Context: an optimization exercise on an open-source flow, tuned for small area, a short achievable clock period and few clock cycles per item. The choices shown serve that exercise and are no tape-out recipe. In this exercise RTL edits were held to simulation tests only and were not proved equivalent to the original. Power is estimated from default activity; no workload was simulated.

===== design/flow/flow/run.sh =====
#!/bin/bash
set -euo pipefail
bash standard.sh SETUP_SLACK_MARGIN=5.35 finish > flow_standard.log 2>&1

===== design/flow/standard.sh =====
#!/bin/bash
# synth_recipe.tcl (not shown) runs the flow's synth.tcl, then flattens the netlist and writes it again
# the make line also repeats each setting of config.mk as NAME=value (left out here)
make -C /OpenROAD-flow-scripts/flow DESIGN_CONFIG=/design/flow/config.mk WORK_HOME=/design/flow/orfs CLKGATE_MAP_FILE= SYNTH_SCRIPT=/design/flow/synth_recipe.tcl "${@:-finish}"

===== design/flow/config.mk =====
export PLATFORM = sky130hd
export DESIGN_NAME = sparse_batch_accum
export DESIGN_NICKNAME = sparse_batch_accum
export VERILOG_FILES = /design/flow/design.v
export SDC_FILE = /design/flow/constraint.sdc
export NUM_CORES = 4
export LEC_CHECK = 0
export CAP_MARGIN = 20
export CORE_MARGIN = 2
export CORE_UTILIZATION = 55
export CTS_CLUSTER_DIAMETER = 80
export CTS_CLUSTER_SIZE = 25
export SETUP_SLACK_MARGIN = 5
export SLEW_MARGIN = 20

===== design/flow/constraint.sdc =====
create_clock -name core_clock -period 8.0 [get_ports {clk}]
set_input_delay 1.6000 -clock core_clock [delete_from_list [all_inputs] [get_ports {clk}]]
set_output_delay 1.6000 -clock core_clock [all_outputs]
set_load 0.01 [all_outputs]

===== design/flow/design.v =====
package sparse_batch_accum_pkg;
  localparam int DATA_W = 8;
  localparam int RES_W  = 32;
  localparam int IDX_W  = 4;
  localparam int BATCH  = 32;
  function automatic int bw(input int v);
    if (v <= 2) begin
      bw = 1;
    end else begin
      bw = $clog2(v);
    end
  endfunction
  typedef enum logic [1:0] {
    ACCUM = 2'd0,
    FLUSH = 2'd1,
    DRAIN = 2'd2
  } state_t;
endpackage
module sparse_ks_add #(
  parameter int W = 16
) (
  input  logic [W-1:0] a,
  input  logic [W-1:0] b,
  output logic [W-1:0] sum,
  output logic         cout
);
  localparam int L = $clog2(W);
  logic [W-1:0] g [L+1];
  logic [W-1:0] p [L+1];
  assign g[0] = a & b;
  assign p[0] = a ^ b;
  for (genvar l = 0; l < L; l++) begin : g_lvl
    for (genvar i = 0; i < W; i++) begin : g_bit
      if (i >= (1 << l)) begin : g_op
        assign g[l+1][i] = g[l][i] | (p[l][i] & g[l][i-(1<<l)]);
        assign p[l+1][i] = p[l][i] & p[l][i-(1<<l)];
      end else begin : g_pass
        assign g[l+1][i] = g[l][i];
        assign p[l+1][i] = p[l][i];
      end
    end
  end
  assign sum  = p[0] ^ {g[L][W-2:0], 1'b0};
  assign cout = g[L][W-1];
endmodule
module sparse_mac_stage #(
  parameter int DATA_W = sparse_batch_accum_pkg::DATA_W,
  parameter int RES_W  = sparse_batch_accum_pkg::RES_W
) (
  input  logic [RES_W-1:0]          acc_rd,
  input  logic                      fwd,
  input  logic                      fwd_flags,
  input  logic [RES_W-2*DATA_W-1:0] prev_hi,
  input  logic                      prev_k,
  input  logic                      prev_s,
  input  logic [RES_W-2*DATA_W-1:0] prev_top,
  input  logic [2*DATA_W-1:0]       prev_lo,
  input  logic                      prev_sat_p,
  input  logic                      prev_sat_n,
  input  logic [2*DATA_W-1:0]       prod,
  output logic [RES_W-2*DATA_W-1:0] res_hi,
  output logic [2*DATA_W-1:0]       res_lo,
  output logic                      res_k,
  output logic                      res_sat_p,
  output logic                      res_sat_n,
  output logic                      ovf
);
  localparam int PW = 2*DATA_W;
  localparam int HW = RES_W - PW;
  localparam logic [HW-1:0] HI_MAX = {1'b0, {(HW-1){1'b1}}};
  localparam logic [HW-1:0] HI_MIN = {1'b1, {(HW-1){1'b0}}};
  logic [PW:0]   u_a, u_b, u_c;
  logic [HW-1:0] hi_a, hi_c;
  logic          ps, sel_a, sel_b, sel_c, fsel_a, fsel_b, fsel_c;
  logic          pend_up, pend_dn, pend_0, top_max, top_min;
  logic          ovf_pa, ovf_na, ovf_pb, ovf_nb, ovf_pc, ovf_nc;
  assign ps = prod[PW-1];
  sparse_ks_add #(.W(PW)) u_add_a (.a(acc_rd[PW-1:0]), .b(prod), .sum(u_a[PW-1:0]), .cout(u_a[PW]));
  assign hi_a   = acc_rd[RES_W-1:PW];
  assign ovf_pa = (hi_a == HI_MAX) & u_a[PW] & ~ps;
  assign ovf_na = (hi_a == HI_MIN) & ~u_a[PW] & ps;
  sparse_ks_add #(.W(PW)) u_add_b (.a(prev_lo), .b(prod), .sum(u_b[PW-1:0]), .cout(u_b[PW]));
  assign pend_up = prev_k & ~prev_s;
  assign pend_dn = prev_s & ~prev_k;
  assign pend_0  = ~(pend_up | pend_dn);
  assign top_max = ((prev_hi == HI_MAX) & pend_0) | ((prev_hi == HI_MAX - 1'b1) & pend_up);
  assign top_min = ((prev_hi == HI_MIN) & pend_0) | ((prev_hi == HI_MIN + 1'b1) & pend_dn);
  assign ovf_pb  = top_max & u_b[PW] & ~ps;
  assign ovf_nb  = top_min & ~u_b[PW] & ps;
  assign u_c    = prev_sat_p ? ({1'b0, {PW{1'b1}}} + {1'b0, prod}) : {1'b0, prod};
  assign hi_c   = prev_sat_p ? HI_MAX : HI_MIN;
  assign ovf_pc = prev_sat_p & u_c[PW] & ~ps;
  assign ovf_nc = prev_sat_n & ~u_c[PW] & ps;
  assign sel_a = ~fwd;
  assign sel_b = fwd & ~(prev_sat_p | prev_sat_n);
  assign sel_c = fwd & (prev_sat_p | prev_sat_n);
  assign fsel_a = ~fwd_flags;
  assign fsel_b = fwd_flags & ~(prev_sat_p | prev_sat_n);
  assign fsel_c = fwd_flags & (prev_sat_p | prev_sat_n);
  always_comb begin
    res_hi    = ({HW{sel_a}} & hi_a) | ({HW{sel_b}} & prev_top) | ({HW{sel_c}} & hi_c);
    res_lo    = ({PW{sel_a}} & u_a[PW-1:0]) | ({PW{sel_b}} & u_b[PW-1:0]) | ({PW{sel_c}} & u_c[PW-1:0]);
    res_k     = (sel_a & u_a[PW]) | (sel_b & u_b[PW]) | (sel_c & u_c[PW]);
    res_sat_p = (fsel_a & ovf_pa) | (fsel_b & ovf_pb) | (fsel_c & ovf_pc);
    res_sat_n = (fsel_a & ovf_na) | (fsel_b & ovf_nb) | (fsel_c & ovf_nc);
    ovf       = res_sat_p | res_sat_n;
  end
endmodule
module sparse_mul_csa (
  input  logic [7:0]  a,
  input  logic [7:0]  b,
  output logic [15:0] row0,
  output logic [15:0] row1
);
  logic s1;
  logic c2;
  logic s3;
  logic c4;
  logic s5;
  logic c6;
  logic s7;
  logic c8;
  logic s9;
  logic c10;
  logic s11;
  logic c12;
  logic s13;
  logic c14;
  logic s15;
  logic c16;
  logic s17;
  logic c18;
  logic s19;
  logic c20;
  logic s21;
  logic c22;
  logic s23;
  logic c24;
  logic s25;
  logic c26;
  logic s27;
  logic c28;
  logic s29;
  logic c30;
  logic s31;
  logic c32;
  logic s33;
  logic c34;
  logic s35;
  logic c36;
  logic s37;
  logic c38;
  logic s39;
  logic c40;
  logic s41;
  logic c42;
  logic s43;
  logic c44;
  logic s45;
  logic c46;
  logic s47;
  logic c48;
  logic s49;
  logic c50;
  logic s51;
  logic c52;
  logic s53;
  logic c54;
  logic s55;
  logic c56;
  logic s57;
  logic c58;
  logic s59;
  logic c60;
  logic s61;
  logic c62;
  logic s63;
  logic c64;
  logic s65;
  logic c66;
  logic s67;
  logic c68;
  logic s69;
  logic c70;
  logic s71;
  logic c72;
  logic s73;
  logic c74;
  logic s75;
  logic c76;
  logic s77;
  logic c78;
  logic s79;
  logic c80;
  logic s81;
  logic c82;
  logic s83;
  logic c84;
  assign s1 = (a[0] & b[6]) ^ (a[1] & b[5]);
  assign c2 = (a[0] & b[6]) & (a[1] & b[5]);
  assign s3 = (~(a[0] & b[7])) ^ (a[1] & b[6]) ^ (a[2] & b[5]);
  assign c4 = ((~(a[0] & b[7])) & (a[1] & b[6])) | ((~(a[0] & b[7])) & (a[2] & b[5])) | ((a[1] & b[6]) & (a[2] & b[5]));
  assign s5 = (a[3] & b[4]) ^ (a[4] & b[3]);
  assign c6 = (a[3] & b[4]) & (a[4] & b[3]);
  assign s7 = (~(a[1] & b[7])) ^ (a[2] & b[6]) ^ (a[3] & b[5]);
  assign c8 = ((~(a[1] & b[7])) & (a[2] & b[6])) | ((~(a[1] & b[7])) & (a[3] & b[5])) | ((a[2] & b[6]) & (a[3] & b[5]));
  assign s9 = (a[4] & b[4]) ^ (a[5] & b[3]) ^ (a[6] & b[2]);
  assign c10 = ((a[4] & b[4]) & (a[5] & b[3])) | ((a[4] & b[4]) & (a[6] & b[2])) | ((a[5] & b[3]) & (a[6] & b[2]));
  assign s11 = (~(a[2] & b[7])) ^ (a[3] & b[6]) ^ (a[4] & b[5]);
  assign c12 = ((~(a[2] & b[7])) & (a[3] & b[6])) | ((~(a[2] & b[7])) & (a[4] & b[5])) | ((a[3] & b[6]) & (a[4] & b[5]));
  assign s13 = (a[0] & b[4]) ^ (a[1] & b[3]);
  assign c14 = (a[0] & b[4]) & (a[1] & b[3]);
  assign s15 = (a[0] & b[5]) ^ (a[1] & b[4]) ^ (a[2] & b[3]);
  assign c16 = ((a[0] & b[5]) & (a[1] & b[4])) | ((a[0] & b[5]) & (a[2] & b[3])) | ((a[1] & b[4]) & (a[2] & b[3]));
  assign s17 = (a[3] & b[2]) ^ (a[4] & b[1]);
  assign c18 = (a[3] & b[2]) & (a[4] & b[1]);
  assign s19 = (a[2] & b[4]) ^ (a[3] & b[3]) ^ (a[4] & b[2]);
  assign c20 = ((a[2] & b[4]) & (a[3] & b[3])) | ((a[2] & b[4]) & (a[4] & b[2])) | ((a[3] & b[3]) & (a[4] & b[2]));
  assign s21 = (a[5] & b[1]) ^ (a[6] & b[0]) ^ s1;
  assign c22 = ((a[5] & b[1]) & (a[6] & b[0])) | ((a[5] & b[1]) & s1) | ((a[6] & b[0]) & s1);
  assign s23 = (a[5] & b[2]) ^ (a[6] & b[1]) ^ (~(a[7] & b[0]));
  assign c24 = ((a[5] & b[2]) & (a[6] & b[1])) | ((a[5] & b[2]) & (~(a[7] & b[0]))) | ((a[6] & b[1]) & (~(a[7] & b[0])));
  assign s25 = s3 ^ s5 ^ c2;
  assign c26 = (s3 & s5) | (s3 & c2) | (s5 & c2);
  assign s27 = (~(a[7] & b[1])) ^ 1'b1 ^ s7;
  assign c28 = ((~(a[7] & b[1])) & 1'b1) | ((~(a[7] & b[1])) & s7) | (1'b1 & s7);
  assign s29 = s9 ^ c4 ^ c6;
  assign c30 = (s9 & c4) | (s9 & c6) | (c4 & c6);
  assign s31 = (a[5] & b[4]) ^ (a[6] & b[3]) ^ (~(a[7] & b[2]));
  assign c32 = ((a[5] & b[4]) & (a[6] & b[3])) | ((a[5] & b[4]) & (~(a[7] & b[2]))) | ((a[6] & b[3]) & (~(a[7] & b[2])));
  assign s33 = s11 ^ c8 ^ c10;
  assign c34 = (s11 & c8) | (s11 & c10) | (c8 & c10);
  assign s35 = (~(a[3] & b[7])) ^ (a[4] & b[6]) ^ (a[5] & b[5]);
  assign c36 = ((~(a[3] & b[7])) & (a[4] & b[6])) | ((~(a[3] & b[7])) & (a[5] & b[5])) | ((a[4] & b[6]) & (a[5] & b[5]));
  assign s37 = (a[6] & b[4]) ^ (~(a[7] & b[3])) ^ c12;
  assign c38 = ((a[6] & b[4]) & (~(a[7] & b[3]))) | ((a[6] & b[4]) & c12) | ((~(a[7] & b[3])) & c12);
  assign s39 = (~(a[4] & b[7])) ^ (a[5] & b[6]) ^ (a[6] & b[5]);
  assign c40 = ((~(a[4] & b[7])) & (a[5] & b[6])) | ((~(a[4] & b[7])) & (a[6] & b[5])) | ((a[5] & b[6]) & (a[6] & b[5]));
  assign s41 = (a[0] & b[3]) ^ (a[1] & b[2]);
  assign c42 = (a[0] & b[3]) & (a[1] & b[2]);
  assign s43 = (a[2] & b[2]) ^ (a[3] & b[1]) ^ (a[4] & b[0]);
  assign c44 = ((a[2] & b[2]) & (a[3] & b[1])) | ((a[2] & b[2]) & (a[4] & b[0])) | ((a[3] & b[1]) & (a[4] & b[0]));
  assign s45 = (a[5] & b[0]) ^ s15 ^ s17;
  assign c46 = ((a[5] & b[0]) & s15) | ((a[5] & b[0]) & s17) | (s15 & s17);
  assign s47 = s19 ^ s21 ^ c16;
  assign c48 = (s19 & s21) | (s19 & c16) | (s21 & c16);
  assign s49 = s23 ^ s25 ^ c20;
  assign c50 = (s23 & s25) | (s23 & c20) | (s25 & c20);
  assign s51 = s27 ^ s29 ^ c24;
  assign c52 = (s27 & s29) | (s27 & c24) | (s29 & c24);
  assign s53 = s31 ^ s33 ^ c28;
  assign c54 = (s31 & s33) | (s31 & c28) | (s33 & c28);
  assign s55 = s35 ^ s37 ^ c32;
  assign c56 = (s35 & s37) | (s35 & c32) | (s37 & c32);
  assign s57 = (~(a[7] & b[4])) ^ s39 ^ c36;
  assign c58 = ((~(a[7] & b[4])) & s39) | ((~(a[7] & b[4])) & c36) | (s39 & c36);
  assign s59 = (~(a[5] & b[7])) ^ (a[6] & b[6]) ^ (~(a[7] & b[5]));
  assign c60 = ((~(a[5] & b[7])) & (a[6] & b[6])) | ((~(a[5] & b[7])) & (~(a[7] & b[5]))) | ((a[6] & b[6]) & (~(a[7] & b[5])));
  assign s61 = (a[0] & b[2]) ^ (a[1] & b[1]);
  assign c62 = (a[0] & b[2]) & (a[1] & b[1]);
  assign s63 = (a[2] & b[1]) ^ (a[3] & b[0]) ^ s41;
  assign c64 = ((a[2] & b[1]) & (a[3] & b[0])) | ((a[2] & b[1]) & s41) | ((a[3] & b[0]) & s41);
  assign s65 = s13 ^ s43 ^ c42;
  assign c66 = (s13 & s43) | (s13 & c42) | (s43 & c42);
  assign s67 = c14 ^ s45 ^ c44;
  assign c68 = (c14 & s45) | (c14 & c44) | (s45 & c44);
  assign s69 = c18 ^ s47 ^ c46;
  assign c70 = (c18 & s47) | (c18 & c46) | (s47 & c46);
  assign s71 = c22 ^ s49 ^ c48;
  assign c72 = (c22 & s49) | (c22 & c48) | (s49 & c48);
  assign s73 = c26 ^ s51 ^ c50;
  assign c74 = (c26 & s51) | (c26 & c50) | (s51 & c50);
  assign s75 = c30 ^ s53 ^ c52;
  assign c76 = (c30 & s53) | (c30 & c52) | (s53 & c52);
  assign s77 = c34 ^ s55 ^ c54;
  assign c78 = (c34 & s55) | (c34 & c54) | (s55 & c54);
  assign s79 = c38 ^ s57 ^ c56;
  assign c80 = (c38 & s57) | (c38 & c56) | (s57 & c56);
  assign s81 = c40 ^ s59 ^ c58;
  assign c82 = (c40 & s59) | (c40 & c58) | (s59 & c58);
  assign s83 = (~(a[6] & b[7])) ^ (~(a[7] & b[6])) ^ c60;
  assign c84 = ((~(a[6] & b[7])) & (~(a[7] & b[6]))) | ((~(a[6] & b[7])) & c60) | ((~(a[7] & b[6])) & c60);
  assign row0[0] = (a[0] & b[0]);
  assign row1[0] = 1'b0;
  assign row0[1] = (a[0] & b[1]);
  assign row1[1] = (a[1] & b[0]);
  assign row0[2] = (a[2] & b[0]);
  assign row1[2] = s61;
  assign row0[3] = s63;
  assign row1[3] = c62;
  assign row0[4] = s65;
  assign row1[4] = c64;
  assign row0[5] = s67;
  assign row1[5] = c66;
  assign row0[6] = s69;
  assign row1[6] = c68;
  assign row0[7] = s71;
  assign row1[7] = c70;
  assign row0[8] = s73;
  assign row1[8] = c72;
  assign row0[9] = s75;
  assign row1[9] = c74;
  assign row0[10] = s77;
  assign row1[10] = c76;
  assign row0[11] = s79;
  assign row1[11] = c78;
  assign row0[12] = s81;
  assign row1[12] = c80;
  assign row0[13] = s83;
  assign row1[13] = c82;
  assign row0[14] = (a[7] & b[7]);
  assign row1[14] = c84;
  assign row0[15] = 1'b1;
  assign row1[15] = 1'b0;
endmodule
module sparse_batch_accum #(
  parameter int DATA_W = sparse_batch_accum_pkg::DATA_W,
  parameter int RES_W  = sparse_batch_accum_pkg::RES_W,
  parameter int IDX_W  = sparse_batch_accum_pkg::IDX_W,
  parameter int BATCH  = sparse_batch_accum_pkg::BATCH
) (
  input  logic              clk,
  input  logic              rst,
  input  logic              in_valid,
  output logic              in_ready,
  input  logic [DATA_W-1:0] in_data,
  input  logic [DATA_W-1:0] in_weight,
  input  logic [IDX_W-1:0]  in_idx,
  input  logic              in_last,
  output logic              out_valid,
  input  logic              out_ready,
  output logic [RES_W-1:0]  out_data,
  output logic [IDX_W-1:0]  out_idx,
  output logic              out_last,
  output logic [sparse_batch_accum_pkg::bw(BATCH+1)-1:0] sample_cnt
  , output logic            sat_flag
);
  localparam int NACC  = 2**IDX_W;
  localparam int CNT_W = sparse_batch_accum_pkg::bw(BATCH+1);
  localparam int PW    = 2*DATA_W;
  localparam int HW    = RES_W - PW;
  typedef enum logic [2:0] {
    ACCUM = 3'd0,
    WAIT1 = 3'd1,
    WAIT2 = 3'd2,
    LOAD1 = 3'd3,
    LOAD2 = 3'd4,
    DRAIN = 3'd5
  } st_t;
  st_t                state, state_nxt;
  logic               accept, handshake, done;
  logic               last_sample;
  logic               i_valid;
  logic [IDX_W-1:0]   i_idx;
  logic [DATA_W-1:0]  i_data, i_weight;
  logic               m_valid;
  logic [IDX_W-1:0]   m_idx, m_idx_nxt;
  logic [PW-1:0]      m_x0, m_x1, fin_x0, fin_x1;
  logic [PW-1:0]      prod;
  logic               prod_cout;
  logic               s1_valid;
  logic [IDX_W-1:0]   s1_idx;
  logic [PW-1:0]      s1_prod;
  logic [RES_W-1:0]   s1_acc;
  logic               s1_fwd;
  logic               s1_load;
  logic               draining, mac_fwd;
  logic               s2_valid;
  logic [IDX_W-1:0]   s2_idx;
  logic [HW-1:0]      s2_hi, s2_top;
  logic [PW-1:0]      s2_lo;
  logic               s2_k, s2_s;
  logic [RES_W-1:0]   s2_res;
  logic               s2_sat_p, s2_sat_n;
  logic [RES_W-1:0]   acc [NACC];
  logic [NACC-1:0]    acc_vld;
  logic [RES_W-1:0]   rd_val;
  logic [HW-1:0]      add_hi;
  logic [PW-1:0]      add_lo;
  logic               add_k, add_sat_p, add_sat_n, add_ovf;
  assign accept    = in_valid & in_ready;
  assign handshake = out_valid & out_ready;
  assign done      = handshake & out_last;
  assign last_sample = (sample_cnt == CNT_W'(BATCH - 1));
  always_comb begin
    state_nxt = state;
    m_idx_nxt = i_idx;
    case (state)
      ACCUM: begin
        if (accept && in_last && last_sample) state_nxt = WAIT1;
      end
      WAIT1: begin
        state_nxt = WAIT2;
      end
      WAIT2: begin
        state_nxt = LOAD1;
        m_idx_nxt = '0;
      end
      LOAD1: begin
        if (s1_valid && (s1_idx == '0)) begin
          m_idx_nxt = '0;
        end else begin
          state_nxt = LOAD2;
          m_idx_nxt = IDX_W'(1);
        end
      end
      LOAD2: begin
        state_nxt = DRAIN;
        m_idx_nxt = IDX_W'(2);
      end
      DRAIN: begin
        m_idx_nxt = handshake ? m_idx + 1'b1 : m_idx;
        if (done) state_nxt = ACCUM;
      end
      default: begin
        state_nxt = ACCUM;
      end
    endcase
  end
  always_ff @(posedge clk or posedge rst) begin
    if (rst) begin
      state      <= ACCUM;
      in_ready   <= 1'b0;
      out_valid  <= 1'b0;
      sample_cnt <= '0;
      i_valid    <= 1'b0;
      m_valid    <= 1'b0;
      s1_valid   <= 1'b0;
      s2_valid   <= 1'b0;
      acc_vld    <= '0;
    end else begin
      state     <= state_nxt;
      in_ready  <= (state_nxt == ACCUM);
      out_valid <= (state_nxt == DRAIN);
      if (done) begin
        sample_cnt <= '0;
      end else if (accept && in_last) begin
        sample_cnt <= sample_cnt + 1'b1;
      end
      i_valid  <= accept;
      m_valid  <= i_valid;
      s1_valid <= m_valid;
      s2_valid <= s1_valid;
      if (done) begin
        acc_vld <= '0;
      end else if (s2_valid) begin
        acc_vld[s2_idx] <= 1'b1;
      end
    end
  end
  always_ff @(posedge clk) begin
    if (state != DRAIN) begin
      out_idx  <= '0;
      out_last <= 1'b0;
    end else if (handshake) begin
      out_idx  <= out_idx + 1'b1;
      out_last <= (out_idx == IDX_W'(NACC - 2));
    end
  end
  always_ff @(posedge clk or posedge rst) begin
    if (rst) begin
      sat_flag <= 1'b0;
    end else if (done) begin
      sat_flag <= 1'b0;
    end else if (s2_valid && (s2_sat_p || s2_sat_n)) begin
      sat_flag <= 1'b1;
    end
  end
  always_ff @(posedge clk) begin
    i_idx    <= in_idx;
    i_data   <= in_data;
    i_weight <= in_weight;
  end
  sparse_mul_csa u_mul (.a(i_data), .b(i_weight), .row0(fin_x0), .row1(fin_x1));
  always_ff @(posedge clk) begin
    m_idx <= m_idx_nxt;
    m_x0  <= fin_x0;
    m_x1  <= fin_x1;
  end
  sparse_ks_add #(.W(PW)) u_cpa (.a(m_x0), .b(m_x1), .sum(prod), .cout(prod_cout));
  always_comb begin
    if (s2_valid && (s2_idx == m_idx)) begin
      rd_val = s2_res;
    end else if (acc_vld[m_idx]) begin
      rd_val = acc[m_idx];
    end else begin
      rd_val = '0;
    end
  end
  assign s1_load = (state != DRAIN) | out_ready;
  always_ff @(posedge clk) begin
    s1_idx  <= m_idx;
    s1_prod <= m_valid ? prod : '0;
    s1_fwd  <= s1_valid & (s1_idx == m_idx);
    if (s1_load) begin
      s1_acc <= rd_val;
    end
  end
  assign draining = (state == DRAIN);
  assign mac_fwd  = draining ? ~out_ready : s1_fwd;
  assign out_data = {s2_hi, s2_lo};
  sparse_mac_stage #(.DATA_W(DATA_W), .RES_W(RES_W)) u_mac (
    .acc_rd(s1_acc), .fwd(mac_fwd), .fwd_flags(s1_fwd), .prev_hi(s2_hi), .prev_k(s2_k),
    .prev_s(s2_s), .prev_top(s2_top), .prev_lo(s2_lo), .prev_sat_p(s2_sat_p),
    .prev_sat_n(s2_sat_n), .prod(s1_prod), .res_hi(add_hi), .res_lo(add_lo), .res_k(add_k),
    .res_sat_p(add_sat_p), .res_sat_n(add_sat_n), .ovf(add_ovf)
  );
  always_ff @(posedge clk) begin
    s2_idx     <= s1_idx;
    s2_hi      <= add_hi;
    s2_lo      <= add_lo;
    s2_k       <= add_k;
    s2_s       <= s1_prod[PW-1];
    s2_sat_p   <= add_sat_p;
    s2_sat_n   <= add_sat_n;
  end
  always_comb begin
    if (s2_k && !s2_s) begin
      s2_top = s2_hi + 1'b1;
    end else if (s2_s && !s2_k) begin
      s2_top = s2_hi - 1'b1;
    end else begin
      s2_top = s2_hi;
    end
  end
  always_comb begin
    if (s2_sat_p) begin
      s2_res = {1'b0, {(RES_W-1){1'b1}}};
    end else if (s2_sat_n) begin
      s2_res = {1'b1, {(RES_W-1){1'b0}}};
    end else begin
      s2_res = {s2_top, s2_lo};
    end
  end
  always_ff @(posedge clk) begin
    if (s2_valid) begin
      acc[s2_idx] <= s2_res;
    end
  end
endmodule

==> results of run 1 <==
path summary, 6_finish.rpt:
path                                           start            endpoint  slack [ns]  depth (start not counted)
min in group asynchronous                        rst  state[2]$_DFF_PP0_        1.38                          3
hold / removal                     i_valid$_DFF_PP0_   m_valid$_DFF_PP0_        0.38                          0
setup reg to reg                 i_weight[7]$_DFF_P_     m_x0[7]$_DFF_P_        5.26                          8
hold reg to reg                    i_valid$_DFF_PP0_   m_valid$_DFF_PP0_        0.38                          0
setup / recovery           sample_cnt[2]$_DFFE_PP0P_       sample_cnt[2]        5.25                          1
max in group asynchronous                        rst   m_valid$_DFF_PP0_        6.33                          3
synthesized netlist by cell type (15+ instances only):
cell | count | area share (%)
xnor2_1 | 45 | 1.3
inv_1 | 88 | 1.1
nand2b_1 | 19 | 0.39
ha_1 | 70 | 2.9
nand3_1 | 54 | 0.89
nor2_1 | 109 | 1.4
edfxtp_1 | 548 | 54
and2_1 | 53 | 1.1
nor4_1 | 19 | 0.39
nor3_1 | 22 | 0.36
clkbuf_1 | 62 | 0.77
xor2_1 | 27 | 0.78
dfxtp_1 | 119 | 7.9
a31oi_1 | 17 | 0.35
a211oi_1 | 17 | 0.42
nand2_1 | 83 | 1.0
o21ai_1 | 23 | 0.38
o21ai_0 | 59 | 0.97
a21oi_1 | 68 | 1.1
mux4_2 | 165 | 12
dfrtp_1 | 32 | 2.6
buf_2 | 15 | 0.25
fa_1 | 38 | 2.5
a21o_1 | 16 | 0.40
kinds of logic (layout without fill, tap and decap cells):
kind of cell             count (synthesis)  in the layout  share of synthesized area (%)
multiplexers                           182            183                           12.9
flip-flops                             699            699                           64.8
AND/OR/NAND/NOR                        412            413                           6.84
other                                    0              2                              0
XOR/XNOR                                72             72                           2.08
AO/OA/AOI/OAI                          278            279                           5.77
adder cells (fa/ha/maj)                108            108                           5.40
buffers and inverters                  173            348                           2.23
stage by stage:
stage	instance area (µm²)	util (%)
after floorplan	30500	-
after global placement	32000	58.5
after detailed placement	32000	58.5
after CTS	34200	62.5
after global routing	34500	63.0
final	34500	63.0
final cells by class:
class                      count  area (µm²)
fill                        4020       20300
clock buffer                  44         952
antenna                        2        5.00
timing repair buffer         200        1880
clock inverter                16         190
inverter                      88         342
tap                          704         881
multi-input combinational   1055       10400
sequential                   699       19800
per-layer routing:
metal	vias to the layer above	global-route usage, %	wire length, µm
met4	0	8.43	2590
met3	123	3.79	4490
met1	9115	37.3	31700
met5	-	0	0
met2	565	46.8	38500
li1	7726	-	-
registers in the layout, summed over array words and instances, names as in the netlist, 4 cells and up, named ones only:
signal / cells
i_idx: 4
s2_lo: 16
i_data: 8
s2_idx: 4
m_idx: 4
i_weight: 8
s1_prod: 16
out_idx: 4
s1_acc: 32
m_x0: 15
m_x1: 14
sample_cnt: 6
s2_hi: 16
s1_idx: 4
acc: 512
acc_vld: 16
what timing repair did:
action	in CTS	in global routing
buffers inserted	76	22
setup endpoints to repair	384	183
gates resized for setup	347	40
gates cloned	4	0
pin swaps	15	19
report_power, final:
group / internal [W] / switching, W
Clock: 0.000923 / 0.00120
Sequential: 0.00500 / 0.000532
Combinational: 0.00228 / 0.00286
==> metrics.csv, run 1 <==
stage,metric,value,unit
finish,final_common_cell,edfxtp_1,
logic_synthesis,ys_ff_latch,699,
timing,min_period_over_period,34.4,%
route,dr.pass1.iters,5,
finish,stdcell_count,2808,
timing,slew_headroom,32.0,%
timing,tightestPinTransition,1.02,ns
finish,drive_gt1_share,26.0,%
logic_synthesis,yosys_most_used_dff,edfxtp_1,
global_routing,grt_max_degree,63,
setup_path,critPathTopFamily,flip-flops,
global_routing,grt_pass1_vias,17700,
cts,cts_htree_levels,2,
setup_path,required,6.40,ns
logic_synthesis,synth-warning-count,5,
placed_design,place.gp.congestion,0.863,
global_routing,antenna_found_initial,2,
timing,layout_setup_ws,5.25,ns
timing,skew,0.0358,ns
floorplanning,ios,71,
placed_design,portBuffers,70,
power_and_ir_drop,power_per_cell_area,371,nW/µm²
timing,finalHoldViolCount,0,
floorplanning,fp.dieW,239,µm
placed_design,dpl.cell_count,2644,
global_routing,grt_overflow,0,
cts,cts_hold_buf,0,
logic_synthesis,synth_edf_count,548,
logic_synthesis,synth-seq-area-share,64.8,%
floorplanning,dieHeight,239,µm
power_and_ir_drop,p_leak,12.0,nW
power_and_ir_drop,p_total,0.0128,W
setup_path,path_cells,buf_2,
logic_synthesis,syn_inst,1924,
status,status,finished clean,
finish,area_growth,13.9,%
route,final_antenna_net_count,0,
global_routing,grt_pass1_wl,114000,µm
cts,cts_tree,yes,
timing,holdWs,0.379,ns
cts,numCtsBuffers,37,
cts,clkTransAtPathRegs,0.09,ns
timing,fin_setup_tns,0,ns
timing,slew_violations,0,
timing,grt_setup_unrepaired,yes,
route,routedWlPerCell,27.5,µm
floorplanning,core-area,54800,µm²
logic_synthesis,ys_types,73,
route,drt_iter0_markers,1538,
finish,fin_nets,2214,
cts,clockBufferDepth,3,
route,drt-total-wl,77300,µm
logic_synthesis,async_reset_ff_share,4.58,%
setup_path,crit_path_start_kind,register,
setup_path,worst_setup_path_end_kind,output pin,
run,maxCapViolations,0,
timing,fin_crit,2.75,ns
setup_path,crit_type,reg -> out,
cts,clkLatencyLatePin,0.61,ns
setup_path,arrival,1.15,ns
power_and_ir_drop,ir_drop,268,µV
placed_design,pre_cts_slack,3.65,ns
logic_synthesis,syn-cell-area,30300,µm²
logic_synthesis,synth_nets,2057,
floorplanning,die_area,57000,µm²
cts,clock_sinks,699,
finish,layout_common_cells,"548 x edfxtp_1, 166 x mux4_2, 111 x buf_4",
floorplanning,initial_utilization,55.3,%
global_routing,grt_usage,27.6,%
floorplanning,rows,86,
setup_path,slowest_delay,0.40,ns
setup_path,path_buf_inv,1,
setup_path,crit_fanout,2,
setup_path,cp_slowest_cell,dfrtp_1,
route,vias,17500,
timing,setup_violations,0,
route,viasPerCell,6.24,
logic_synthesis,syn_avg_cell_area,15.7,µm²
timing,max_freq,364,MHz
cts,cts-root-buf,clkbuf_16,
hold_path,hold_path.class,reg -> reg,
placed_design,hpwl,43000,µm
route,drc,0,
Testbench counts, summed over its fixed seeds: cycles 5,290, items 4,650.
==> run 2, diff against run 1 <==
--- a/design/flow/design.v
+++ b/design/flow/design.v
@@ -51,8 +51,7 @@
   input  logic                      fwd,
   input  logic                      fwd_flags,
-  input  logic [RES_W-2*DATA_W-1:0] prev_hi,
-  input  logic                      prev_k,
-  input  logic                      prev_s,
   input  logic [RES_W-2*DATA_W-1:0] prev_top,
+  input  logic                      prev_top_max,
+  input  logic                      prev_top_min,
   input  logic [2*DATA_W-1:0]       prev_lo,
   input  logic                      prev_sat_p,
@@ -60,4 +59,8 @@
   input  logic [2*DATA_W-1:0]       prod,
   output logic [RES_W-2*DATA_W-1:0] res_hi,
+  output logic                      res_h_max,
+  output logic                      res_h_maxm1,
+  output logic                      res_h_min,
+  output logic                      res_h_minp1,
   output logic [2*DATA_W-1:0]       res_lo,
   output logic                      res_k,
@@ -73,19 +76,22 @@
   logic [HW-1:0] hi_a, hi_c;
   logic          ps, sel_a, sel_b, sel_c, fsel_a, fsel_b, fsel_c;
-  logic          pend_up, pend_dn, pend_0, top_max, top_min;
+  logic          a_max, a_maxm1, a_min, a_minp1, b_max, b_maxm1, b_min, b_minp1;
   logic          ovf_pa, ovf_na, ovf_pb, ovf_nb, ovf_pc, ovf_nc;
   assign ps = prod[PW-1];
   sparse_ks_add #(.W(PW)) u_add_a (.a(acc_rd[PW-1:0]), .b(prod), .sum(u_a[PW-1:0]), .cout(u_a[PW]));
-  assign hi_a   = acc_rd[RES_W-1:PW];
-  assign ovf_pa = (hi_a == HI_MAX) & u_a[PW] & ~ps;
-  assign ovf_na = (hi_a == HI_MIN) & ~u_a[PW] & ps;
+  assign hi_a    = acc_rd[RES_W-1:PW];
+  assign a_max   = (hi_a == HI_MAX);
+  assign a_maxm1 = (hi_a == HI_MAX - 1'b1);
+  assign a_min   = (hi_a == HI_MIN);
+  assign a_minp1 = (hi_a == HI_MIN + 1'b1);
+  assign ovf_pa  = a_max & u_a[PW] & ~ps;
+  assign ovf_na  = a_min & ~u_a[PW] & ps;
   sparse_ks_add #(.W(PW)) u_add_b (.a(prev_lo), .b(prod), .sum(u_b[PW-1:0]), .cout(u_b[PW]));
-  assign pend_up = prev_k & ~prev_s;
-  assign pend_dn = prev_s & ~prev_k;
-  assign pend_0  = ~(pend_up | pend_dn);
-  assign top_max = ((prev_hi == HI_MAX) & pend_0) | ((prev_hi == HI_MAX - 1'b1) & pend_up);
-  assign top_min = ((prev_hi == HI_MIN) & pend_0) | ((prev_hi == HI_MIN + 1'b1) & pend_dn);
-  assign ovf_pb  = top_max & u_b[PW] & ~ps;
-  assign ovf_nb  = top_min & ~u_b[PW] & ps;
+  assign b_max   = (prev_top == HI_MAX);
+  assign b_maxm1 = (prev_top == HI_MAX - 1'b1);
+  assign b_min   = (prev_top == HI_MIN);
+  assign b_minp1 = (prev_top == HI_MIN + 1'b1);
+  assign ovf_pb  = prev_top_max & u_b[PW] & ~ps;
+  assign ovf_nb  = prev_top_min & ~u_b[PW] & ps;
   assign u_c    = prev_sat_p ? ({1'b0, {PW{1'b1}}} + {1'b0, prod}) : {1'b0, prod};
   assign hi_c   = prev_sat_p ? HI_MAX : HI_MIN;
@@ -99,10 +105,14 @@
   assign fsel_c = fwd_flags & (prev_sat_p | prev_sat_n);
   always_comb begin
-    res_hi    = ({HW{sel_a}} & hi_a) | ({HW{sel_b}} & prev_top) | ({HW{sel_c}} & hi_c);
-    res_lo    = ({PW{sel_a}} & u_a[PW-1:0]) | ({PW{sel_b}} & u_b[PW-1:0]) | ({PW{sel_c}} & u_c[PW-1:0]);
-    res_k     = (sel_a & u_a[PW]) | (sel_b & u_b[PW]) | (sel_c & u_c[PW]);
-    res_sat_p = (fsel_a & ovf_pa) | (fsel_b & ovf_pb) | (fsel_c & ovf_pc);
-    res_sat_n = (fsel_a & ovf_na) | (fsel_b & ovf_nb) | (fsel_c & ovf_nc);
-    ovf       = res_sat_p | res_sat_n;
+    res_hi      = ({HW{sel_a}} & hi_a) | ({HW{sel_b}} & prev_top) | ({HW{sel_c}} & hi_c);
+    res_h_max   = (fsel_a & a_max) | (fsel_b & b_max) | (fsel_c & prev_sat_p);
+    res_h_maxm1 = (fsel_a & a_maxm1) | (fsel_b & b_maxm1);
+    res_h_min   = (fsel_a & a_min) | (fsel_b & b_min) | (fsel_c & prev_sat_n);
+    res_h_minp1 = (fsel_a & a_minp1) | (fsel_b & b_minp1);
+    res_lo      = ({PW{sel_a}} & u_a[PW-1:0]) | ({PW{sel_b}} & u_b[PW-1:0]) | ({PW{sel_c}} & u_c[PW-1:0]);
+    res_k       = (sel_a & u_a[PW]) | (sel_b & u_b[PW]) | (sel_c & u_c[PW]);
+    res_sat_p   = (fsel_a & ovf_pa) | (fsel_b & ovf_pb) | (fsel_c & ovf_pc);
+    res_sat_n   = (fsel_a & ovf_na) | (fsel_b & ovf_nb) | (fsel_c & ovf_nc);
+    ovf         = res_sat_p | res_sat_n;
   end
 endmodule
@@ -371,4 +381,6 @@
   logic [PW-1:0]      s2_lo;
   logic               s2_k, s2_s;
+  logic               s2_h_max, s2_h_maxm1, s2_h_min, s2_h_minp1;
+  logic               s2_top_max, s2_top_min;
   logic [RES_W-1:0]   s2_res;
   logic               s2_sat_p, s2_sat_n;
@@ -378,4 +390,5 @@
   logic [HW-1:0]      add_hi;
   logic [PW-1:0]      add_lo;
+  logic               add_h_max, add_h_maxm1, add_h_min, add_h_minp1;
   logic               add_k, add_sat_p, add_sat_n, add_ovf;
   assign accept    = in_valid & in_ready;
@@ -463,5 +476,5 @@
     end else if (done) begin
       sat_flag <= 1'b0;
-    end else if (s2_valid && (s2_sat_p || s2_sat_n)) begin
+    end else if (s1_valid && add_ovf) begin
       sat_flag <= 1'b1;
     end
@@ -500,8 +513,11 @@
   assign mac_fwd  = draining ? ~out_ready : s1_fwd;
   assign out_data = {s2_hi, s2_lo};
+  assign s2_top_max = (s2_h_max & (s2_k == s2_s)) | (s2_h_maxm1 & s2_k & ~s2_s);
+  assign s2_top_min = (s2_h_min & (s2_k == s2_s)) | (s2_h_minp1 & s2_s & ~s2_k);
   sparse_mac_stage #(.DATA_W(DATA_W), .RES_W(RES_W)) u_mac (
-    .acc_rd(s1_acc), .fwd(mac_fwd), .fwd_flags(s1_fwd), .prev_hi(s2_hi), .prev_k(s2_k),
-    .prev_s(s2_s), .prev_top(s2_top), .prev_lo(s2_lo), .prev_sat_p(s2_sat_p),
-    .prev_sat_n(s2_sat_n), .prod(s1_prod), .res_hi(add_hi), .res_lo(add_lo), .res_k(add_k),
+    .acc_rd(s1_acc), .fwd(mac_fwd), .fwd_flags(s1_fwd), .prev_top(s2_top), .prev_top_max(s2_top_max),
+    .prev_top_min(s2_top_min), .prev_lo(s2_lo), .prev_sat_p(s2_sat_p), .prev_sat_n(s2_sat_n),
+    .prod(s1_prod), .res_hi(add_hi), .res_h_max(add_h_max), .res_h_maxm1(add_h_maxm1),
+    .res_h_min(add_h_min), .res_h_minp1(add_h_minp1), .res_lo(add_lo), .res_k(add_k),
     .res_sat_p(add_sat_p), .res_sat_n(add_sat_n), .ovf(add_ovf)
   );
@@ -509,4 +525,8 @@
     s2_idx     <= s1_idx;
     s2_hi      <= add_hi;
+    s2_h_max   <= add_h_max;
+    s2_h_maxm1 <= add_h_maxm1;
+    s2_h_min   <= add_h_min;
+    s2_h_minp1 <= add_h_minp1;
     s2_lo      <= add_lo;
     s2_k       <= add_k;
==> design/flow/run.sh (new file) <==
#!/bin/bash
# synth_recipe.tcl (not shown) runs the flow's synth.tcl, then flattens the netlist and writes it again
# the make line also repeats each setting of config.mk as NAME=value (left out here)
make -C /OpenROAD-flow-scripts/flow DESIGN_CONFIG=/design/flow/config.mk WORK_HOME=/design/flow/orfs CLKGATE_MAP_FILE= SYNTH_SCRIPT=/design/flow/synth_recipe.tcl finish
removed: design/flow/flow/run.sh
removed: design/flow/standard.sh
==> metrics.csv, run 2 <==
stage,metric,value,unit
timing,setup_violations,0,
logic_synthesis,yosys_most_used_dff,edfxtp_1,
timing,max_freq,321,MHz
timing,grt_setup_unrepaired,yes,
timing,tightestPinTransition,0.967,ns
cts,cts_hold_buf,0,
logic_synthesis,syn_inst,1941,
global_routing,antenna_found_initial,1,
timing,slew_violations,0,
setup_path,arrival,1.52,ns
power_and_ir_drop,power_per_cell_area,357,nW/µm²
placed_design,place.gp.congestion,0.839,
logic_synthesis,synth.area.top_cells,"edfxtp_1 54%, mux4_2 12%, dfxtp_1 8.1%",
route,viasPerCell,6.15,
placed_design,portBuffers,70,
finish,largest_reg_flops,512,
logic_synthesis,synth_nets,2071,
finish,area_growth,9.75,%
finish,reg_top3,"acc (512), s1_acc (32)",
logic_synthesis,synth-warning-count,5,
cts,cts-root-buf,clkbuf_16,
power_and_ir_drop,p_leak,11.5,nW
finish,layout_common_cells,"548 x edfxtp_1, 165 x mux4_2, 114 x nor2_1",
timing,min_period_over_period,39.0,%
setup_path,required,6.40,ns
setup_path,crit_path_start_kind,register,
logic_synthesis,yosys.area.top_type,edfxtp_1,
finish,fin_nets,2134,
floorplanning,rows,86,
cts,clkLatencyLatePin,0.59,ns
setup_path,crit_type,reg -> out,
timing,skew,0.0209,ns
setup_path,worst_setup_path_end_kind,output pin,
route,top_layer_used,met5,
setup_path,critPathTopFamily,buffers and inverters,
finish,antennaDiodeCount,0,
floorplanning,die_area,57000,µm²
timing,fin_setup_tns,0,ns
logic_synthesis,yosysMostFrequentCell,edfxtp_1,
placed_design,hpwl,41700,µm
finish,drive_gt1_share,17.2,%
hold_path,hold_path.class,reg -> reg,
logic_synthesis,async_reset_ff_share,4.55,%
route,final_antenna_net_count,0,
setup_path,path_cells,clkdlybuf4s50_1,
logic_synthesis,ys_types,68,
route,drt_iter0_markers,1440,
logic_synthesis,synth_top_area_share,54.3,%
cts,cts_htree_levels,2,
cts,cts_tree,yes,
timing,fin_crit,3.12,ns
floorplanning,ios,71,
timing,finalHoldViolCount,0,
cts,numCtsBuffers,36,
setup_path,path_buf_inv,1,
timing,slew_headroom,35.3,%
cts,clockBufferDepth,3,
run,maxCapViolations,0,
route,dr_wl_met3,2620,µm
finish,max_flop_register,acc,
setup_path,cp_slowest_cell,clkdlybuf4s50_1,
floorplanning,dieHeight,239,µm
route,vias,16800,
route,routedWlPerCell,26.3,µm
finish,final_common_cell,edfxtp_1,
global_routing,grt_usage,25.5,%
logic_synthesis,synth_commonest_cells,"548 x edfxtp_1, 165 x mux4_2, 126 x nor2_1",
setup_path,slowest_delay,0.54,ns
floorplanning,initial_utilization,55.3,%
status,status,finished clean,
placed_design,place_area,31900,µm²
global_routing,grt_overflow,0,
finish,finalInstanceArea,33300,µm²
route,wl_met2,36200,µm
finish,fillCellCount,4157,
route,drc,0,
floorplanning,fp.dieW,239,µm
timing,holdWs,0.357,ns
logic_synthesis,ys_ff_latch,703,
logic_synthesis,syn-cell-area,30300,µm²
logic_synthesis,synth-seq-area-share,65.1,%
setup_path,crit_fanout,3,
global_routing,grt_pass1_wl,106000,µm
logic_synthesis,syn_avg_cell_area,15.6,µm²
global_routing,grt_max_degree,65,
cts,clkTransAtPathRegs,0.10,ns
logic_synthesis,synth_edf_count,548,
route,dr.pass1.iters,5,
power_and_ir_drop,ir_drop,224,µV
floorplanning,core-area,54800,µm²
route,met1_length,30800,µm
cts,clock_sinks,703,
route,drt-total-wl,71700,µm
global_routing,grt_pass1_vias,16700,
-- run 2: area by class of cell --
cell class              count  area, µm²  area share, %
flip-flops and latches    703      19800           59.5
repair inverters            1       5.00         0.0150
well taps                 704        881           2.65
clock buffers              47        963           2.90
repair buffers            110       1040           3.11
clock inverters            12        103          0.308
multi-input cells        1057      10100           30.4
inverters                  95        360           1.08
-- run 2: worst paths after layout --
path | from | to | slack (ns) | depth (start not counted)
min | i_valid$_DFF_PP0_ | m_valid$_DFF_PP0_ | 0.36 | 0
max | s2_hi[3]$_DFF_P_ | out_data[19] | 4.88 | 1
min reg2reg | i_valid$_DFF_PP0_ | m_valid$_DFF_PP0_ | 0.36 | 0
min in group asynchronous | rst | state[0]$_DFF_PP0_ | 1.40 | 3
max reg2reg | s2_lo[1]$_DFF_P_ | s2_lo[15]$_DFF_P_ | 5.09 | 9
max in group asynchronous | rst | acc_vld[0]$_DFFE_PP0P_ | 6.28 | 3
-- run 2: what timing repair did --
item / 4_1_cts / 5_1_grt
gates cloned: 1 / 2
endpoints found under the setup margin: 124 / 218
buffers inserted: 7 / 7
resized for setup: 102 / 21
pin swaps: 1 / 3
-- run 2: metrics by stage --
step / total power (W) / setup slack [ns] / utilization, % / instances
floorplan: 0.00833 / 5.05 / - / 1941
global placement: 0.00978 / 4.09 / 58.2 / 2653
detailed placement: 0.00985 / 4.05 / 58.2 / 2653
CTS: 0.0119 / 4.76 / 60.5 / 2720
global route: 0.0125 / 4.85 / 60.7 / 2729
finish: 0.0119 / 4.88 / 60.7 / 2729
-- run 2: power breakdown --
group	internal [W]	total [W]	switching, W	leakage [nW]
Combinational	0.00186	0.00433	0.00247	4.63
Sequential	0.00496	0.00550	0.000545	6.39
Clock	0.000879	0.00205	0.00117	0.520
-- run 2: kinds of logic after synthesis --
group / Yosys count / share of synthesized area, %
buffers and inverters: 182 / 2.36
xor gates and xnor gates: 77 / 2.22
muxes: 175 / 12.6
AOI/OAI and AO/OA: 272 / 5.42
and+or+nand+nor: 427 / 7.06
adders and majority gates: 105 / 5.28
DFF: 703 / 65.1
-- run 2: worst register-to-register path, cell delays in order (launching register included) --
cell and delay (ns):
dfxtp_4 0.38, ha_1 0.31, a211oi_1 0.31, o21bai_1 0.19, o311a_1 0.33, o31ai_2 0.39
a21oi_1 0.17, or3_1 0.36, a311oi_1 0.28, a21oi_1 0.06
-- run 2: metal layers --
metal / track usage (%) / vias to the layer above
li1: - / 7525
met1: 35.2 / 8763
met2: 43.5 / 371
met3: 2.45 / 109
met4: 7.65 / 2
met5: 0 / -
Testbench counts of run 2, summed over its fixed seeds: cycles 5,290, items 4,650.
==> run 3, diff against run 2 <==
==> design/flow/flow/run.sh (new file) <==
#!/bin/bash
set -euo pipefail
bash standard.sh SETUP_SLACK_MARGIN=5.3 finish > flow_standard.log 2>&1
==> design/flow/standard.sh (new file) <==
#!/bin/bash
# synth_recipe.tcl (not shown) runs the flow's synth.tcl, then flattens the netlist and writes it again
# the make line also repeats each setting of config.mk as NAME=value (left out here)
make -C /OpenROAD-flow-scripts/flow DESIGN_CONFIG=/design/flow/config.mk WORK_HOME=/design/flow/orfs CLKGATE_MAP_FILE= SYNTH_SCRIPT=/design/flow/synth_recipe.tcl "${@:-finish}"
removed: design/flow/run.sh
==> metrics.csv, run 3 <==
stage,metric,value,unit
setup_path,crit_type,reg -> out,
logic_synthesis,synth_commonest_cells,"548 x edfxtp_1, 165 x mux4_2, 126 x nor2_1",
power_and_ir_drop,p_clk_share,17.1,%
timing,fin_setup_tns,0,ns
setup_path,cp-startpoint,sat_flag$_DFFE_PP0P_,
setup_path,critPathTopFamily,flip-flops,
global_routing,grt_overflow,0,
finish,area_growth,14.0,%
logic_synthesis,ys_types,68,
placed_design,place.gp.congestion,0.867,
cts,clock_sinks,703,
route,dr.pass1.iters,7,
logic_synthesis,synth-seq-area-share,65.1,%
power_and_ir_drop,seqPwrFrac,44.0,%
logic_synthesis,yosys.area.top_type,edfxtp_1,
cts,clockBufferDepth,3,
finish,max_flop_register,acc,
floorplanning,dieHeight,239,µm
route,drc,0,
route,vias,17300,
global_routing,grt_max_degree,69,
logic_synthesis,synth-xor-area-share,2.22,%
timing,skew,0.0214,ns
logic_synthesis,yosys_most_used_dff,edfxtp_1,
setup_path,crit_fanout,2,
power_and_ir_drop,power.switching,0.00439,W
timing,layout_setup_ws,5.21,ns
setup_path,cp_slowest_cell,dfrtp_1,
timing,setup_violations,0,
global_routing,antenna_found_initial,1,
logic_synthesis,synth-compound-area-share,5.42,%
finish,final_common_cell,edfxtp_1,
logic_synthesis,yosysMostFrequentCell,edfxtp_1,
finish,drive_gt1_share,26.5,%
global_routing,grt_usage,26.6,%
setup_path,required,6.40,ns
finish,largest_reg_flops,512,
power_and_ir_drop,intPower,0.00809,W
cts,cts_htree_levels,2,
finish,fin_nets,2219,
timing,min_period_over_period,34.9,%
timing,tightestPinTransition,1.04,ns
power_and_ir_drop,p_comb_share,38.9,%
floorplanning,ios,71,
logic_synthesis,synth_edf_count,548,
status,status,finished clean,
setup_path,path_cells,buf_2,
route,drt-total-wl,75700,µm
logic_synthesis,synth_simple_gate_area_share,7.06,%
route,drt_iter0_markers,1789,
cts,cts_hold_buf,0,
route,routedWlPerCell,26.9,µm
setup_path,crit_path_start_kind,register,
logic_synthesis,ys_ff_latch,703,
cts,clkTransAtPathRegs,0.10,ns
cts,cts_tree,yes,
placed_design,pre_cts_slack,4.23,ns
cts,cts-root-buf,clkbuf_16,
route,final_antenna_net_count,0,
setup_path,path_buf_inv,1,
cts,clkLatencyLatePin,0.60,ns
finish,reg_top3,"acc (512), s1_acc (32)",
logic_synthesis,synth_nets,2071,
placed_design,hpwl,41900,µm
floorplanning,core-area,54800,µm²
placed_design,place_area,31900,µm²
floorplanning,fp.dieW,239,µm
setup_path,worst_setup_path_end_kind,output pin,
timing,slew_violations,0,
setup_path,slowest_delay,0.43,ns
placed_design,portBuffers,70,
logic_synthesis,async_reset_ff_share,4.55,%
power_and_ir_drop,p_sw_share,35.2,%
timing,slew_headroom,30.6,%
setup_path,arrival,1.19,ns
timing,finalHoldViolCount,0,
timing,fin_crit,2.79,ns
logic_synthesis,muxShareOfSynthArea,12.6,%
route,viasPerCell,6.15,
power_and_ir_drop,p_leak,12.1,nW
global_routing,grt_pass1_vias,17300,
hold_path,min_from,i_valid$_DFF_PP0_,
timing,max_freq,359,MHz
logic_synthesis,syn-cell-area,30300,µm²
hold_path,hold_path.class,reg -> reg,
power_and_ir_drop,p_total,0.0125,W
run,maxCapViolations,0,
finish,layout_common_cells,"548 x edfxtp_1, 165 x mux4_2, 111 x nor2_1",
cts,numCtsBuffers,37,
logic_synthesis,synth_top_area_share,54.3,%
logic_synthesis,syn_inst,1941,
timing,grt_setup_unrepaired,yes,
finish,finalInstanceArea,34600,µm²
floorplanning,initial_utilization,55.3,%
global_routing,grt_pass1_wl,111000,µm
setup_path,regToRegStartpoint,s2_hi[3]$_DFF_P_,
logic_synthesis,synth_top_family_by_area,multiplexers,
floorplanning,die_area,57000,µm²
logic_synthesis,synth-warning-count,5,
logic_synthesis,syn_avg_cell_area,15.6,µm²
power_and_ir_drop,ir_drop,277,µV
logic_synthesis,synth_fa_ha_area_share,5.28,%
floorplanning,rows,86,
logic_synthesis,synth.area.top_cells,"edfxtp_1 54%, mux4_2 12%, dfxtp_1 8.1%",
power_and_ir_drop,power_per_cell_area,361,nW/µm²
## run 3: cell counts after synthesis
No cell type changed its count.
## run 3: cells by family after synthesis
logic type / Yosys count
xor gates and xnor gates: 77
adders and majority gates: 105
buffers and inverters: 182
AOI/OAI and AO/OA: 272
and+or+nand+nor: 427
DFF: 703
muxes: 175
## run 3: cell type report
type	instances	area, µm²
Timing Repair inverter	1	5.00
Multi-Input combinational cell	1059	10500
Clock inverter	11	126
Clock buffer	44	1020
Sequential cell	703	19900
Timing Repair Buffer	192	1760
Antenna cell	2	5.00
Fill cell	4016	20200
Tap cell	704	881
Inverter	95	368
## run 3: power by group through the flow
stage | Clock, W | Sequential, W | Combinational [W]
floorplan | 0 | 0.00527 | 0.00306
global placement | 0 | 0.00561 | 0.00413
detailed placement | 0 | 0.00562 | 0.00420
CTS | 0.00218 | 0.00550 | 0.00465
global route | 0.00229 | 0.00553 | 0.00527
finish | 0.00213 | 0.00549 | 0.00485
## run 3: what timing repair did
item | in CTS | in global routing
endpoints found under the setup margin | 402 | 126
gates cloned | 5 | 1
gates resized for setup | 382 | 65
setup buffers | 69 | 26
pin swaps | 23 | 48
## run 3: path summary, 6_finish.rpt
path                                     endpoint  slack [ns]  depth (start not counted)
max                                      sat_flag        5.21                          1
min                             m_valid$_DFF_PP0_        0.37                          0
max reg2reg                      s2_h_min$_DFF_P_        5.25                          8
min reg2reg                     m_valid$_DFF_PP0_        0.37                          0
max in group asynchronous  acc_vld[0]$_DFFE_PP0P_        6.30                          3
min in group asynchronous    sat_flag$_DFFE_PP0P_        1.39                          3
## run 3: per-stage QoR
| step | utilization, % | std cells | hold WS (ns) |
|---|---|---|---|
| finish | 63.1 | 2811 | 0.366 |
| floorplan | - | 1941 | 0.331 |
| CTS | 62.2 | 2782 | 0.368 |
| global route | 63.1 | 2809 | 0.380 |
| global placement | 58.2 | 2652 | 0.342 |
| detailed placement | 58.2 | 2653 | 0.338 |
## run 3: per-layer routing
layer	share of wire (%)	vias to the layer above	GRT usage, %
met1	41	8950	36.6
met2	51	549	46.2
met4	2.5	0	6.67
met3	5.4	101	2.36
li1	-	7688	-
met5	0	-	0
==> run 4, diff against run 3 <==
--- a/design/flow/config.mk
+++ b/design/flow/config.mk
@@ -9,6 +9,6 @@
 export CORE_MARGIN = 2
 export CORE_UTILIZATION = 55
-export CTS_CLUSTER_DIAMETER = 80
-export CTS_CLUSTER_SIZE = 25
+export CTS_CLUSTER_DIAMETER = 100
+export CTS_CLUSTER_SIZE = 30
 export SETUP_SLACK_MARGIN = 5
 export SLEW_MARGIN = 20
==> metrics.csv, run 4 <==
stage,metric,value,unit
placed_design,dpl.cell_count,2653,
power_and_ir_drop,ir_drop,309,µV
setup_path,crit_path_start_kind,register,
setup_path,r2r_slack,5.24,ns
power_and_ir_drop,p_leak,11.9,nW
timing,setup_violations,0,
setup_path,regToRegStartpoint,s2_s$_DFF_P_,
route,vias,17300,
route,final_antenna_net_count,0,
cts,clockBufferDepth,3,
finish,stdcell_count,2798,
setup_path,path_cells,buf_2,
timing,finalHoldViolCount,0,
timing,min_period_over_period,35.4,%
floorplanning,initial_utilization,55.3,%
cts,cts_htree_levels,1,
cts,clock_sinks,703,
logic_synthesis,synth_simple_gate_area_share,7.06,%
floorplanning,fp.dieW,239,µm
placed_design,place_area,31900,µm²
logic_synthesis,synth_fa_ha_area_share,5.28,%
timing,tightestPinTransition,1.03,ns
finish,fin_nets,2212,
logic_synthesis,yosys_most_used_dff,edfxtp_1,
finish,layout_common_cells,"548 x edfxtp_1, 165 x mux4_2, 111 x nor2_1",
route,dr.pass1.iters,7,
cts,cts-root-buf,clkbuf_16,
hold_path,holdPathStages,0,
setup_path,cp_slowest_cell,dfrtp_1,
logic_synthesis,async_reset_ff_share,4.55,%
setup_path,critPathTopFamily,flip-flops,
setup_path,path_buf_inv,1,
logic_synthesis,yosysMostFrequentCell,edfxtp_1,
hold_path,hold_path.class,reg -> reg,
cts,cts_hold_buf,0,
logic_synthesis,synth-compound-area-share,5.42,%
status,status,finished clean,
global_routing,antenna_found_initial,1,
finish,drive_gt1_share,26.0,%
logic_synthesis,synth-xor-area-share,2.22,%
finish,max_flop_register,acc,
global_routing,grt_pass1_wl,110000,µm
logic_synthesis,synth.area.top_cells,"edfxtp_1 54%, mux4_2 12%, dfxtp_1 8.1%",
route,drc,0,
floorplanning,ios,71,
route,viasPerCell,6.17,
logic_synthesis,yosys.area.top_type,edfxtp_1,
placed_design,portBuffers,70,
timing,fin_setup_tns,0,ns
timing,skew,0.0293,ns
floorplanning,dieHeight,239,µm
finish,area_growth,13.1,%
power_and_ir_drop,power_per_cell_area,354,nW/µm²
global_routing,grt_overflow,0,
finish,final_common_cell,edfxtp_1,
logic_synthesis,synth_nets,2071,
setup_path,required,6.40,ns
global_routing,grt_pass1_vias,17200,
cts,cts_tree,yes,
setup_path,timing.rr.end,s2_h_min$_DFF_P_,
global_routing,grt_max_degree,69,
floorplanning,die_area,57000,µm²
route,drt_iter0_markers,1572,
setup_path,slowest_delay,0.44,ns
timing,grt_setup_unrepaired,yes,
global_routing,grt_usage,26.3,%
timing,slew_headroom,30.9,%
route,routedWlPerCell,26.8,µm
timing,max_freq,353,MHz
logic_synthesis,syn-cell-area,30300,µm²
logic_synthesis,ys_types,68,
placed_design,hpwl,41900,µm
timing,fin_crit,2.83,ns
floorplanning,core-area,54800,µm²
setup_path,worst_setup_path_end_kind,output pin,
power_and_ir_drop,p_total,0.0121,W
route,drt-total-wl,75100,µm
logic_synthesis,ys_ff_latch,703,
logic_synthesis,synth_top_family_by_area,multiplexers,
timing,holdWs,0.367,ns
setup_path,crit_type,reg -> out,
hold_path,worstHoldEndpoint,m_valid$_DFF_PP0_,
finish,largest_reg_flops,512,
cts,clkLatencyLatePin,0.64,ns
logic_synthesis,synth-warning-count,5,
timing,slew_violations,0,
cts,numCtsBuffers,28,
logic_synthesis,synth_edf_count,548,
floorplanning,rows,86,
logic_synthesis,syn_avg_cell_area,15.6,µm²
run,maxCapViolations,0,
logic_synthesis,muxShareOfSynthArea,12.6,%
logic_synthesis,synth_top_area_share,54.3,%
setup_path,arrival,1.23,ns
setup_path,reg2regPathDepth,9,
placed_design,place.gp.congestion,0.867,
logic_synthesis,synth-seq-area-share,65.1,%
finish,fillCellCount,4061,
logic_synthesis,synth_commonest_cells,"548 x edfxtp_1, 165 x mux4_2, 126 x nor2_1",
cts,clkTransAtPathRegs,0.11,ns
hold_path,min_from,i_valid$_DFF_PP0_,
setup_path,crit_fanout,2,
finish,finalInstanceArea,34300,µm²
logic_synthesis,syn_inst,1941,
finish,reg_top3,"acc (512), s1_acc (32)",
run 4: cell count changes in the layout (fill, tap and decap cells not counted), moves of 3 or more:
cell / change
o21ai_1: +3
inv_1: -3
clkbuf_16: -12
buf_6: +5
o21ai_2: -3
run 4: report_power, final:
| part | leakage (nW) | switching, W | internal [W] |
|---|---|---|---|
| logic | 5.13 | 0.00271 | 0.00217 |
| registers | 6.41 | 0.000497 | 0.00498 |
| clock network | 0.394 | 0.00108 | 0.000691 |
| total | 11.9 | 0.00429 | 0.00784 |
run 4: how the worst max path moves through the flow:
| stage | start | to | cells after the start |
|---|---|---|---|
| 2_1_floorplan | s2_idx[0]$_DFF_P_ | acc[8][0]$_DFFE_PP_ | 5 |
| 3_3_place_gp | out_ready | s2_lo[13]$_DFF_P_ | 7 |
| 3_5_place_dp | out_ready | in_ready$_DFF_PP0_ | 5 |
| 4_1_cts | s2_hi[3]$_DFF_P_ | out_data[19] | 1 |
| 5_1_grt | sat_flag$_DFFE_PP0P_ | sat_flag | 1 |
| 6_report | sat_flag$_DFFE_PP0P_ | sat_flag | 1 |
run 4: kinds of logic (layout without fill, tap and decap cells):
group	after synthesis	after routing
flops	703	703
simple gates	427	428
compound gates	272	272
buf+inv	182	332
mux	175	176
fa+ha+maj	105	105
xor+xnor	77	77
other cells	0	1
run 4: stage by stage:
stage | worst slack (ns) | utilization [%]
2_1_floorplan | 5.19 | -
3_3_place_gp | 4.27 | 58.2
3_5_place_dp | 4.23 | 58.2
4_1_cts | 5.04 | 61.7
5_1_grt | 5.13 | 62.6
6_report | 5.17 | 62.6
run 4: layer usage:
layer / up-vias / wire length (µm) / GRT usage [%]
li1: 7664 / - / -
met1: 9020 / 31100 / 36.3
met2: 477 / 38500 / 46.1
met3: 96 / 3690 / 2.27
met4: 0 / 1780 / 5.55
met5: - / 0 / 0
run 4: area by class of cell:
class	instances	area (µm²)	share of cell area [%]
Sequential cell	703	19900	58.1
Tap cell	704	881	2.57
Clock buffer	32	716	2.09
Antenna cell	1	2.50	0.00730
Clock inverter	9	116	0.339
Inverter	95	369	1.08
Timing Repair Buffer	195	1810	5.27
Timing Repair inverter	1	5.00	0.0146
Multi-Input combinational cell	1058	10500	30.6
run 4: timing repair:
item | CTS | global route
cloned | 4 | 1
setup buffers | 70 | 28
pin swaps | 23 | 34
setup endpoints to repair | 402 | 176
gates resized for setup | 385 | 70
==> run 5, diff against run 4 <==
==> design/flow/flow/run.sh (replaced) <==
#!/bin/bash
set -euo pipefail
bash standard.sh SETUP_SLACK_MARGIN=5.15 finish > flow_standard.log 2>&1
--- a/design/flow/config.mk
+++ b/design/flow/config.mk
@@ -9,6 +9,6 @@
 export CORE_MARGIN = 2
 export CORE_UTILIZATION = 55
-export CTS_CLUSTER_DIAMETER = 100
-export CTS_CLUSTER_SIZE = 30
+export CTS_CLUSTER_DIAMETER = 80
+export CTS_CLUSTER_SIZE = 25
 export SETUP_SLACK_MARGIN = 5
 export SLEW_MARGIN = 20
==> metrics.csv, run 5 <==
stage,metric,value,unit
status,status,finished clean,
finish,layout_common_cells,"548 x edfxtp_1, 164 x mux4_2, 113 x nor2_1",
cts,clockBufferDepth,3,
setup_path,path_buf_inv,1,
timing,slew_headroom,35.9,%
cts,numCtsBuffers,37,
power_and_ir_drop,power.switching,0.00427,W
cts,clock_sinks,703,
finish,reg_top3,"acc (512), s1_acc (32)",
logic_synthesis,yosys.area.top_type,edfxtp_1,
power_and_ir_drop,power_per_cell_area,359,nW/µm²
logic_synthesis,synth_edf_count,548,
logic_synthesis,synth.area.top_cells,"edfxtp_1 54%, mux4_2 12%, dfxtp_1 8.1%",
hold_path,hold_path.class,reg -> reg,
power_and_ir_drop,intPower,0.00782,W
logic_synthesis,synth-seq-area-share,65.1,%
logic_synthesis,syn_inst,1941,
logic_synthesis,ys_types,68,
placed_design,dpl.cell_count,2655,
power_and_ir_drop,p_total,0.0121,W
route,routedWlPerCell,26.7,µm
global_routing,grt_max_degree,65,
timing,grt_setup_unrepaired,yes,
global_routing,antenna_found_initial,1,
route,viasPerCell,6.14,
logic_synthesis,syn_avg_cell_area,15.6,µm²
setup_path,crit_path_start_kind,register,
finish,fillCellCount,4080,
finish,finalInstanceArea,33700,µm²
setup_path,r2r_slack,5.19,ns
power_and_ir_drop,p_sw_share,35.3,%
setup_path,path_cells,clkdlybuf4s15_2,
finish,antennaDiodeCount,0,
global_routing,grt_overflow,0,
cts,clkLatencyLatePin,0.60,ns
logic_synthesis,yosys_most_used_dff,edfxtp_1,
power_and_ir_drop,p_leak,11.7,nW
floorplanning,core-area,54800,µm²
global_routing,grt_pass1_wl,109000,µm
timing,fin_crit,2.82,ns
cts,cts-root-buf,clkbuf_16,
route,drt-total-wl,73700,µm
floorplanning,ios,71,
floorplanning,die_area,57000,µm²
global_routing,grt_usage,26.1,%
setup_path,crit_fanout,3,
route,dr.pass1.iters,5,
setup_path,cp_slowest_cell,dfxtp_2,
logic_synthesis,synth_commonest_cells,"548 x edfxtp_1, 165 x mux4_2, 126 x nor2_1",
timing,slew_violations,0,
logic_synthesis,synth_nets,2071,
placed_design,place.gp.congestion,0.849,
cts,clkTransAtPathRegs,0.09,ns
hold_path,worstHoldEndpoint,m_valid$_DFF_PP0_,
finish,largest_reg_flops,512,
setup_path,regToRegStartpoint,s2_lo[1]$_DFF_P_,
floorplanning,initial_utilization,55.3,%
timing,fin_setup_tns,0,ns
timing,tightestPinTransition,0.958,ns
timing,skew,0.0237,ns
route,drc,0,
route,drt_iter0_markers,1481,
placed_design,pre_cts_slack,4.18,ns
setup_path,reg2regPathDepth,9,
timing,layout_setup_ws,5.18,ns
cts,cts_hold_buf,0,
placed_design,place_area,31900,µm²
setup_path,arrival,1.22,ns
timing,min_period_over_period,35.3,%
finish,fin_nets,2172,
power_and_ir_drop,seqPwrFrac,45.3,%
run 5: cell counts after synthesis:
No cell type changed its count.
run 5: final cells by class:
class / instances / share of cell area (%)
Clock buffer: 42 / 2.80
Inverter: 95 / 1.06
Timing Repair Buffer: 147 / 3.75
Sequential cell: 703 / 59.0
Clock inverter: 14 / 0.479
Tap cell: 704 / 2.61
Multi-Input combinational cell: 1058 / 30.3
run 5: how the worst max path moves through the flow:
stage / endpoint / slack [ns] / cells after the start / startpoint
after floorplan: register / 5.18 / 5 / out_ready
after global placement: in_ready$_DFF_PP0_ / 4.26 / 5 / out_ready
after detailed placement: in_ready$_DFF_PP0_ / 4.18 / 5 / out_ready
after CTS: s2_lo[9]$_DFF_P_ / 5.07 / 6 / out_ready
after global routing: s2_lo[15]$_DFF_P_ / 5.04 / 9 / s1_acc[1]$_DFFE_PP_
final: out_data[4] / 5.18 / 1 / s2_lo[4]$_DFF_P_
run 5: logic make-up (layout without fill, tap and decap cells):
kind of cell | Yosys count | in the layout | synth area share (%)
adders and majority gates | 105 | 105 | 5.28
buffers and inverters | 182 | 298 | 2.36
DFF | 703 | 703 | 65.1
AOI/OAI and AO/OA | 272 | 272 | 5.42
and+or+nand+nor | 427 | 429 | 7.06
xor gates and xnor gates | 77 | 77 | 2.22
muxes | 175 | 175 | 12.6
run 5: layer usage:
metal	up-vias	track usage, %	share of wire, %
met5	-	0	0
met4	0	6.33	2.5
met3	108	2.94	4.2
met2	420	46.1	51
met1	8832	35.0	42
li1	7597	-	-
run 5: what timing repair did:
action                                  4_1_cts  5_1_grt
gates resized for setup                     253       39
buffers inserted                             37       12
endpoints found under the setup margin      153      130
gates cloned                                  1        2
pin swaps                                     3       13
run 5: power groups by stage:
stage / clock network (W) / logic [W] / registers, W
finish: 0.00207 / 0.00454 / 0.00548
global route: 0.00224 / 0.00494 / 0.00553
CTS: 0.00213 / 0.00452 / 0.00550
detailed placement: 0 / 0.00420 / 0.00565
global placement: 0 / 0.00413 / 0.00565
floorplan: 0 / 0.00306 / 0.00527
run 5: per-stage QoR:
stage,hold slack [ns],util [%]
3_3_place_gp,0.336,58.2
5_1_grt,0.364,61.5
2_1_floorplan,0.331,-
3_5_place_dp,0.336,58.2
6_report,0.355,61.5
4_1_cts,0.355,61.2

==> port drivers added, routing unchanged <==
No port has a modelled driver above. Below, the same layouts with a new extraction and two added sets of constraints. Step 1: set_driving_cell puts a clkbuf_16 on clk and a buf_2 on each other input, an assumption about the parent block. Step 2 times the ports against the registers' clock, not the clock port: input delays grow and output delays shrink by t, the midpoint of the rising clock arrivals with the driver on. a / b / c = ideal / step 1 / step 2; a / b = the first two.
| run | t, ns | setup WS [ns] |
|---|---|---|
| run 1 | 0.655 | 5.249 / 5.183 / 4.833 |
| run 2 | 0.641 | 4.884 / 4.824 / 4.300 |
| run 3 | 0.647 | 5.212 / 5.149 / 4.726 |
| run 4 | 0.688 | 5.165 / 5.103 / 4.627 |
| run 5 | 0.655 | 5.180 / 5.117 / 4.732 |
After both steps setup and hold are still met in every run listed.
